This design comes from an exercise in tuning for small area, a short achievable clock period and few clock cycles on the open sky130 flow, not from production work.
Function was checked by simulation only, so behaviour that the tests miss may differ from the original.
Power figures rest on the tool's default switching activity, not on a simulated workload.

<file path="flow/design.v">
`timescale 1ns/10ps
package feeder_pkg;
    typedef logic [15:0]  word_t;
    typedef logic [255:0] half_line_t;
    typedef logic [511:0] line_t;
    typedef logic [31:0]  dram_addr_t;
    typedef logic [14:0]  len_t;
    typedef logic [7:0]   cmd_t;
    localparam int LINE_BYTES     = 64;
    localparam int WORDS_PER_LINE = 32;
    localparam cmd_t CMD_WRITE_INPUT  = 8'd9;
    localparam cmd_t CMD_WRITE_WEIGHT = 8'd10;
    typedef enum logic [1:0] {
        REQ_IDLE,
        REQ_WAIT_FIFO,
        REQ_SEND
    } req_state_t;
    typedef enum logic [1:0] {
        FEED_IDLE,
        FEED_WAIT_DATA,
        FEED_ISSUE,
        FEED_POP
    } feed_state_t;
endpackage
`timescale 1ns/10ps
package mmio_map_pkg;
    typedef logic [31:0] bus_addr_t;
    typedef logic [31:0] bus_data_t;
    localparam bus_addr_t RD_ADDR_REG      = 32'hC400_2024;
    localparam bus_addr_t RD_LEN_REG       = 32'hC400_2028;
    localparam bus_addr_t RD_START_REG     = 32'hC400_2030;
    localparam bus_addr_t SRAM_IDX_CLR_REG = 32'hC400_2034;
    localparam bus_addr_t DATA_TYPE_REG    = 32'hC400_2038;
    localparam bus_addr_t BUSY_REG         = 32'hC400_0020;
endpackage
`timescale 1ns/10ps
module mmio_regs (
    input  logic                    clk_i,
    input  logic                    rst_i,
    input  logic                    dev_strobe_i,
    input  mmio_map_pkg::bus_addr_t dev_addr_i,
    input  mmio_map_pkg::bus_data_t dev_wdata_i,
    output logic                    dev_ready_o,
    output mmio_map_pkg::bus_data_t dev_rdata_o,
    output logic                    job_start_o,
    output logic                    job_idx_clr_o,
    output feeder_pkg::dram_addr_t  job_base_addr_o,
    output feeder_pkg::len_t        job_length_o,
    output logic                    job_weight_sel_o,
    input  logic                    req_busy_i,
    input  logic                    feed_busy_i
);
    logic busy;
    assign job_start_o   = dev_strobe_i && (dev_addr_i == mmio_map_pkg::RD_START_REG);
    assign job_idx_clr_o = dev_strobe_i && (dev_addr_i == mmio_map_pkg::SRAM_IDX_CLR_REG);
    assign busy = req_busy_i || feed_busy_i;
    always_ff @(posedge clk_i) begin
        if (dev_strobe_i && (dev_addr_i == mmio_map_pkg::RD_ADDR_REG)) begin
            job_base_addr_o <= feeder_pkg::dram_addr_t'(dev_wdata_i);
        end
    end
    always_ff @(posedge clk_i) begin
        if (rst_i) begin
            job_length_o     <= '0;
            job_weight_sel_o <= 1'b0;
        end else if (dev_strobe_i) begin
            if (dev_addr_i == mmio_map_pkg::RD_LEN_REG) begin
                job_length_o <= feeder_pkg::len_t'(dev_wdata_i);
            end
            if (dev_addr_i == mmio_map_pkg::DATA_TYPE_REG) begin
                job_weight_sel_o <= dev_wdata_i[0];
            end
        end
    end
    always_ff @(posedge clk_i) begin
        if (rst_i) begin
            dev_ready_o <= 1'b0;
        end else begin
            dev_ready_o <= dev_strobe_i;
        end
    end
    always_ff @(posedge clk_i) begin
        if (rst_i) begin
            dev_rdata_o <= '0;
        end else if (dev_strobe_i && (dev_addr_i == mmio_map_pkg::BUSY_REG)) begin
            dev_rdata_o <= mmio_map_pkg::bus_data_t'(busy);
        end
    end
endmodule
`timescale 1ns/10ps
module line_req_gen (
    input  logic                   clk_i,
    input  logic                   rst_i,
    input  logic                   fifo_addr_full_i,
    output logic                   dram_addr_valid_o,
    output feeder_pkg::dram_addr_t dram_addr_o,
    input  logic                   job_start_i,
    input  feeder_pkg::dram_addr_t job_base_addr_i,
    input  feeder_pkg::len_t       job_length_i,
    output logic                   req_busy_o
);
    feeder_pkg::req_state_t  state_q;
    feeder_pkg::req_state_t  state_d;
    feeder_pkg::dram_addr_t  addr_q;
    feeder_pkg::dram_addr_t  step;
    feeder_pkg::len_t        req_cnt_q;
    logic [15:0] cnt_next;
    logic        last_req;
    assign step     = feeder_pkg::dram_addr_t'(feeder_pkg::LINE_BYTES) - feeder_pkg::dram_addr_t'(addr_q[5:0]);
    assign cnt_next = {1'b0, req_cnt_q} + 16'(step >> 1);
    assign last_req = cnt_next >= {1'b0, job_length_i};
    always_ff @(posedge clk_i) begin
        if (rst_i) begin
            state_q <= feeder_pkg::REQ_IDLE;
        end else begin
            state_q <= state_d;
        end
    end
    always_comb begin
        state_d = state_q;
        case (state_q)
            feeder_pkg::REQ_IDLE:      if (job_start_i) state_d = feeder_pkg::REQ_WAIT_FIFO;
            feeder_pkg::REQ_WAIT_FIFO: if (!fifo_addr_full_i) state_d = feeder_pkg::REQ_SEND;
            feeder_pkg::REQ_SEND:      state_d = last_req ? feeder_pkg::REQ_IDLE : feeder_pkg::REQ_WAIT_FIFO;
            default:       state_d = feeder_pkg::REQ_IDLE;
        endcase
    end
    always_ff @(posedge clk_i) begin
        if (state_q == feeder_pkg::REQ_IDLE && job_start_i) begin
            addr_q <= job_base_addr_i;
        end else if (state_q == feeder_pkg::REQ_SEND) begin
            addr_q <= addr_q + step;
        end
    end
    always_ff @(posedge clk_i) begin
        if (rst_i || (state_q == feeder_pkg::REQ_IDLE && job_start_i)) begin
            req_cnt_q <= '0;
        end else if (state_q == feeder_pkg::REQ_SEND) begin
            req_cnt_q <= cnt_next[14:0];
        end
    end
    assign dram_addr_valid_o = (state_q == feeder_pkg::REQ_SEND);
    assign dram_addr_o       = addr_q;
    assign req_busy_o      = (state_q != feeder_pkg::REQ_IDLE);
endmodule
`timescale 1ns/10ps
module word_feeder (
    input  logic                   clk_i,
    input  logic                   rst_i,
    input  logic                   fifo_data_empty_i,
    input  feeder_pkg::half_line_t dram_rdata_h_i,
    input  feeder_pkg::half_line_t dram_rdata_l_i,
    output logic                   fifo_data_rd_en_o,
    output logic                   acc_cmd_valid_o,
    output feeder_pkg::cmd_t       acc_cmd_o,
    output feeder_pkg::word_t      acc_word_o,
    output feeder_pkg::len_t       acc_index_o,
    input  logic                   job_start_i,
    input  logic                   job_idx_clr_i,
    input  feeder_pkg::dram_addr_t job_base_addr_i,
    input  feeder_pkg::len_t       job_length_i,
    input  logic                   job_weight_sel_i,
    output logic                   feed_busy_o
);
    feeder_pkg::feed_state_t state_q;
    feeder_pkg::feed_state_t state_d;
    feeder_pkg::line_t       line_q;
    feeder_pkg::word_t       words [feeder_pkg::WORDS_PER_LINE];
    feeder_pkg::dram_addr_t  word_addr_q;
    feeder_pkg::len_t        send_cnt_q;
    feeder_pkg::len_t        sram_idx_q;
    logic        line_done;
    logic        job_done;
    always_ff @(posedge clk_i) begin
        if (!fifo_data_empty_i) begin
            line_q <= {dram_rdata_h_i, dram_rdata_l_i};
        end
    end
    always_comb begin
        for (int p = 0; p < feeder_pkg::WORDS_PER_LINE / 4; p++) begin
            {words[2*p+1], words[2*p]}       = line_q[255-32*p -: 32];
            {words[16+2*p+1], words[16+2*p]} = line_q[511-32*p -: 32];
        end
    end
    assign line_done = (word_addr_q[5:1] == 5'd31) ||
                       (feeder_pkg::len_t'(send_cnt_q + 1'b1) == job_length_i);
    assign job_done  = (send_cnt_q == job_length_i);
    always_ff @(posedge clk_i) begin
        if (rst_i) begin
            state_q <= feeder_pkg::FEED_IDLE;
        end else begin
            state_q <= state_d;
        end
    end
    always_comb begin
        state_d = state_q;
        case (state_q)
            feeder_pkg::FEED_IDLE:      if (job_start_i) state_d = feeder_pkg::FEED_WAIT_DATA;
            feeder_pkg::FEED_WAIT_DATA: if (!fifo_data_empty_i) state_d = feeder_pkg::FEED_ISSUE;
            feeder_pkg::FEED_ISSUE:     if (line_done) state_d = feeder_pkg::FEED_POP;
            feeder_pkg::FEED_POP:       state_d = job_done ? feeder_pkg::FEED_IDLE : feeder_pkg::FEED_WAIT_DATA;
            default:        state_d = feeder_pkg::FEED_IDLE;
        endcase
    end
    always_ff @(posedge clk_i) begin
        if (state_q == feeder_pkg::FEED_IDLE && job_start_i) begin
            word_addr_q <= job_base_addr_i;
        end else if (state_q == feeder_pkg::FEED_ISSUE) begin
            word_addr_q <= word_addr_q + feeder_pkg::dram_addr_t'(2);
        end
    end
    always_ff @(posedge clk_i) begin
        if (rst_i || (state_q == feeder_pkg::FEED_IDLE && job_start_i)) begin
            send_cnt_q <= '0;
        end else if (state_q == feeder_pkg::FEED_ISSUE) begin
            send_cnt_q <= send_cnt_q + 1'b1;
        end
    end
    always_ff @(posedge clk_i) begin
        if (rst_i || job_idx_clr_i) begin
            sram_idx_q <= '0;
        end else if (state_q == feeder_pkg::FEED_ISSUE) begin
            sram_idx_q <= sram_idx_q + 1'b1;
        end
    end
    always_ff @(posedge clk_i) begin
        if (rst_i) begin
            acc_cmd_valid_o <= 1'b0;
        end else begin
            acc_cmd_valid_o <= (state_q == feeder_pkg::FEED_ISSUE);
        end
    end
    always_ff @(posedge clk_i) begin
        if (state_q == feeder_pkg::FEED_ISSUE) begin
            acc_cmd_o   <= job_weight_sel_i ? feeder_pkg::CMD_WRITE_WEIGHT : feeder_pkg::CMD_WRITE_INPUT;
            acc_word_o  <= words[word_addr_q[5:1]];
            acc_index_o <= sram_idx_q;
        end
    end
    assign fifo_data_rd_en_o = (state_q == feeder_pkg::FEED_POP);
    assign feed_busy_o     = (state_q != feeder_pkg::FEED_IDLE);
endmodule
`timescale 1ns/10ps
module data_feeder_top (
    input  logic                    clk_i,
    input  logic                    rst_i,
    input  logic                    dev_strobe_i,
    input  mmio_map_pkg::bus_addr_t dev_addr_i,
    input  mmio_map_pkg::bus_data_t dev_wdata_i,
    output logic                    dev_ready_o,
    output mmio_map_pkg::bus_data_t dev_rdata_o,
    input  logic                    fifo_addr_full_i,
    output logic                    dram_addr_valid_o,
    output feeder_pkg::dram_addr_t  dram_addr_o,
    input  logic                    fifo_data_empty_i,
    input  feeder_pkg::half_line_t  dram_rdata_h_i,
    input  feeder_pkg::half_line_t  dram_rdata_l_i,
    output logic                    fifo_data_rd_en_o,
    output logic                    acc_cmd_valid_o,
    output feeder_pkg::cmd_t        acc_cmd_o,
    output feeder_pkg::word_t       acc_word_o,
    output feeder_pkg::len_t        acc_index_o
);
    logic                   job_start;
    logic                   job_idx_clr;
    feeder_pkg::dram_addr_t job_base_addr;
    feeder_pkg::len_t       job_length;
    logic                   job_weight_sel;
    logic                   req_busy;
    logic                   feed_busy;
    mmio_regs u_mmio_regs (
        .clk_i        (clk_i),
        .rst_i        (rst_i),
        .dev_strobe_i (dev_strobe_i),
        .dev_addr_i   (dev_addr_i),
        .dev_wdata_i  (dev_wdata_i),
        .dev_ready_o  (dev_ready_o),
        .dev_rdata_o  (dev_rdata_o),
        .job_start_o      (job_start),
        .job_idx_clr_o    (job_idx_clr),
        .job_base_addr_o  (job_base_addr),
        .job_length_o     (job_length),
        .job_weight_sel_o (job_weight_sel),
        .req_busy_i       (req_busy),
        .feed_busy_i      (feed_busy)
    );
    line_req_gen u_line_req_gen (
        .clk_i             (clk_i),
        .rst_i             (rst_i),
        .fifo_addr_full_i  (fifo_addr_full_i),
        .dram_addr_valid_o (dram_addr_valid_o),
        .dram_addr_o       (dram_addr_o),
        .job_start_i       (job_start),
        .job_base_addr_i   (job_base_addr),
        .job_length_i      (job_length),
        .req_busy_o        (req_busy)
    );
    word_feeder u_word_feeder (
        .clk_i             (clk_i),
        .rst_i             (rst_i),
        .fifo_data_empty_i (fifo_data_empty_i),
        .dram_rdata_h_i    (dram_rdata_h_i),
        .dram_rdata_l_i    (dram_rdata_l_i),
        .fifo_data_rd_en_o (fifo_data_rd_en_o),
        .acc_cmd_valid_o   (acc_cmd_valid_o),
        .acc_cmd_o         (acc_cmd_o),
        .acc_word_o        (acc_word_o),
        .acc_index_o       (acc_index_o),
        .job_start_i       (job_start),
        .job_idx_clr_i     (job_idx_clr),
        .job_base_addr_i   (job_base_addr),
        .job_length_i      (job_length),
        .job_weight_sel_i  (job_weight_sel),
        .feed_busy_o       (feed_busy)
    );
endmodule
</file>
<file path="flow/run.sh">
#!/bin/bash
# synth_recipe.tcl (not shown) runs the flow's synth.tcl, then flattens the netlist and writes it again
# the make line also repeats each setting of config.mk as NAME=value (left out here)
make -C /OpenROAD-flow-scripts/flow DESIGN_CONFIG=/design/flow/config.mk WORK_HOME=/design/flow/orfs CLKGATE_MAP_FILE= SYNTH_SCRIPT=/design/flow/synth_recipe.tcl finish
</file>
<file path="flow/constraint.sdc">
create_clock -name core_clock -period 4.0 [get_ports {clk_i}]
set_input_delay 0.8000 -clock core_clock [delete_from_list [all_inputs] [get_ports {clk_i}]]
set_output_delay 0.8000 -clock core_clock [all_outputs]
set_load 0.01 [all_outputs]
</file>
<file path="flow/config.mk">
export PLATFORM = sky130hd
export DESIGN_NAME = data_feeder_top
export DESIGN_NICKNAME = data_feeder_top
export VERILOG_FILES = /design/flow/design.v
export SDC_FILE = /design/flow/constraint.sdc
export NUM_CORES = 4
export LEC_CHECK = 0
export CAP_MARGIN = 20
export CORE_AREA = 5 5 275 275
export DIE_AREA = 0 0 280 280
export SLEW_MARGIN = 20
</file>
==> flow_metrics.py <==
metrics = {
    "outcome": {
        "status": "no timing/DRC/antenna violations",
    },
    "worst_setup_path": {
        "startpoint_type": "flop",
        "cp_common_cell": "ha_1",
        "critPathBufInv": 4,
        "path_max_fanout": 6,
        "slowest_delay_ns": 0.45,
        "cpMaxStageDelayCell": "edfxtp_1",
        "r2r_start": "u_line_req_gen.addr_q[1]$_DFFE_PP_",
        "critPathTopFamily": "compound AO/OA/AOI/OAI gates",
        "setup.worst_path.start": "u_line_req_gen.addr_q[1]$_DFFE_PP_",
        "required_ns": 4.52,
        "cp.arrival_ns": 4.25,
        "crit_path_cell_trace": "or3_1 > inv_1 > ha_1 > inv_1 > ha_1 > buf_4 > a21o_1 > a21oi_2 > o21ai_1 > buf_4 > nand2_1 > xnor2_1 > ha_1 > a21oi_1 > nor2_1 > a211oi_2 > o21ai_0 > nand4_1 > nor2_1 > o32ai_1",
        "worstSetupEndpointType": "flop",
        "crit_type": "flop to flop",
    },
    "sta": {
        "clock_skew_ns": 0.03985,
        "fin_crit_ns": 3.733,
        "tightest_slew_ns": 1.099,
        "period_share": 0.9333,
        "worst_slack_ns": 0.2670,
        "fmaxAchievable_mhz": 267.9,
        "slew_headroom": 0.2664,
        "whs_ns": 0.4656,
        "final_hold_viol_count": 0,
        "slew_violations": 0,
        "finalSetupViolations": 0,
    },
    "die": {
        "die_area_mm2": 0.07840,
        "die_h_um": 280,
        "ioPinCount": 688,
        "rows": 99,
        "initial_core_util": 0.3753,
        "die_w_um": 280,
        "core-area_mm2": 0.07259,
    },
    "synth": {
        "synthCells": 1780,
        "yosys.cell_types.count": 71,
        "synth_area_per_cell_um2": 15.31,
        "ys_warn_count": 4,
        "synth_top_area_cell": "edfxtp_1",
        "synthTopCellsByArea": "edfxtp_1 (68%), dfxtp_1 (5.0%), a221oi_1 (2.4%)",
        "synth_flop_cell": "edfxtp_1",
        "synth_top_family_by_area": "compound AO/OA/AOI/OAI gates",
        "synth_seq_area_share": 0.7267,
        "synth-seq-cells": 682,
        "synth_area_mm2": 0.02724,
        "synth.area.mux_share": 0.007762,
        "synth_top_area_frac": 0.6768,
        "synth_compound_area_frac": 0.1063,
        "netlist_top_cells_count": "edfxtp_1 (614), nor2_1 (147), a22oi_1 (76)",
        "synth_edf_count": 614,
        "async_flop_share": 0,
        "synth_fa_ha_area_frac": 0.01956,
        "synth_most_common_cell": "edfxtp_1",
        "synth_simple_gate_area_frac": 0.07642,
        "synth-xor-area-share": 0.03343,
    },
    "global_routing": {
        "grt_max_degree": 173,
        "antenna_found_initial": 58,
        "grt.total_usage": 0.2561,
        "overflow": 0,
        "grt_pass1_wl_um": 142700,
        "grt_pass1_vias": 19736,
    },
    "detailed_routing": {
        "num_vias": 19304,
        "viasPerCell": 5.444,
        "ant_nets": 0,
        "finalWirelength_um": 104600,
        "avgRoutedWirePerCell_um": 29.49,
        "drcViolationCount": 0,
        "drt_pass1_iterations": 6,
        "dr.first_iter.drc_count": 2157,
    },
    "layout": {
        "multi_input_area_mm2": 0.006975,
        "fill_cells": 6147,
        "seqCellArea_mm2": 0.01980,
        "final_nets": 3119,
        "syn2layout_area_growth_pct": 38.54,
        "drive_gt1_frac": 0.09127,
    },
    "clock_tree": {
        "clock-sinks": 682,
        "clk_latency_ns": 0.64,
        "cts-root-buf": "clkbuf_16",
        "postCtsHoldBufs": 0,
        "clk_pin_slew_ns": 0.06,
        "cts_tree": "yes",
        "htree_levels": 3,
        "clockBufferDepth": 3,
        "numCtsBuffers": 76,
    },
    "placed_design": {
        "routabilityCongestion": 0.8865,
        "hpwl_um": 78860,
        "pre_cts_ws_ns": -0.005732,
        "io_buffers": 650,
    },
    "power_and_ir_drop": {
        "power.density_mw_per_mm2": 435.5,
        "p_leak_nw": 13.06,
        "peakVddDrop_v": 0.0002853,
    },
    "min_path": {
        "hold_start": "u_word_feeder.sram_idx_q[14]$_SDFFE_PP0P_",
        "hp-class": "flop to flop",
    },
    "job": {
        "max-cap-violations": 0,
    },
}
-- registers in the layout, indices dropped and copies added (netlist names), 2 cells and up, named ones only --
| name | count |
|---|---|
| u_word_feeder.acc_index_o | 15 |
| u_word_feeder.acc_cmd_o | 2 |
| u_word_feeder.word_addr_q | 5 |
| u_word_feeder.line_q | 512 |
| u_line_req_gen.addr_q | 31 |
| u_word_feeder.send_cnt_q | 15 |
| u_mmio_regs.job_length_o | 15 |
| u_line_req_gen.req_cnt_q | 15 |
| u_line_req_gen.state_q | 2 |
| u_mmio_regs.job_base_addr_o | 32 |
| u_word_feeder.sram_idx_q | 15 |
| u_word_feeder.state_q | 2 |
| u_word_feeder.acc_word_o | 16 |
-- where the power goes --
part	switching [W]	internal, W
clock	0.00296	0.00404
combinational	0.000440	0.000608
sequential	0.000140	0.00825
total	0.00354	0.0129
-- path summary, 6_finish.rpt --
path | end | slack (ns) | depth (start not counted)
hold reg to reg | u_word_feeder.acc_index_o[14]$_DFFE_PP_ | 0.47 | 0
hold / removal | u_word_feeder.acc_index_o[14]$_DFFE_PP_ | 0.47 | 0
setup / recovery | u_line_req_gen.state_q[0]$_SDFFE_PP0P_ | 0.27 | 20
setup reg to reg | u_line_req_gen.state_q[0]$_SDFFE_PP0P_ | 0.27 | 20
-- routing by layer --
metal,GRT usage,vias up,part of all wire
li1,-,8467,-
met1,0.3049,9553,0.37
met2,0.4451,1039,0.51
met3,0.06690,205,0.082
met4,0.1016,40,0.035
met5,0,-,0.0026
-- area by class of cell --
cell class / instances / area share
Tap cell: 959 / 0.03179
Multi-Input combinational cell: 983 / 0.1848
Clock inverter: 43 / 0.01273
Inverter: 43 / 0.004376
Timing Repair Buffer: 710 / 0.1858
Clock buffer: 92 / 0.05361
Sequential cell: 682 / 0.5246
Antenna cell: 34 / 0.002254
-- kinds of logic after synthesis --
group,Yosys count
compound gates,366
mux,21
buf+inv,150
xor+xnor,104
other cells,2
simple gates,413
flops,682
fa+ha+maj,42
-- layout by cell type (no fill, tap or decap), types with 6 or more instances in the layout --
cell type and n:
clkbuf_1 11, nor3_1 21, o32a_1 14, xor2_1 47, bufinv_16 6, nand4_1 54
nand3_1 42, a22oi_1 76, nand2_1 60, clkinv_1 13, clkdlybuf4s50_1 650, xnor2_1 57
mux2i_1 20, a21oi_1 47, nor2_1 118, buf_4 55, nand2b_1 14, clkinv_2 13
nor4_1 16, ha_1 39, diode_2 34, a22o_1 74, nor2_4 10, clkbuf_16 77
edfxtp_1 614, nor2_2 19, dfxtp_1 68, conb_1 37, a21o_1 9, and3_1 13
a221oi_1 74, a222oi_1 16, inv_1 42, o21ai_0 13
-- metrics by stage --
stage                     cell area, um^2  cells  total power (W)   TNS [ns]    util
final                               37740   3546          0.01644          0  0.5200
after global routing                37720   3537          0.01690   -0.01951  0.5197
after CTS                           37610   3510          0.01654          0  0.5182
after detailed placement            35100   3375         0.009581  -0.005732  0.4836
after global placement              35090   3374         0.009555          0  0.4834
after floorplan                     27390   1815         0.008837   -2444.75       -
-- timing repair --
action	in CTS	in global routing
endpoints found under the setup margin	1	1
setup buffers	0	2
hold endpoints to repair	0	0
resized for setup	1	9
Testbench counts, summed over its fixed seeds: cycles 141,124.

==> port drivers added, routing unchanged <==
Ports are ideal in the flow. The routed layout listed here was re-timed in OpenROAD.
Step 1, drivers: a clkbuf_16 drives clk_i and a buf_2 each remaining input, both assumed.
Step 2 times the ports against the registers' clock, not the clock port: input delays grow and output delays shrink by t, the midpoint of the rising clock arrivals with the driver on.
Slacks: no drivers / after step 1 / after step 2; pairs: no drivers / after step 1.
t (ns): 0.691
slack for setup (ns): 0.267 / 0.267 / 0.267
hold WS [ns]: 0.466 / 0.466 / 0.466
clock arrival spread, ns: 0.045 / 0.045
worst data-port slew with drivers (ns): 0.19
After both steps this run still meets setup and hold. The setup slack of this run moves by 0.000 ns with the drivers and by 0.000 ns with both steps.
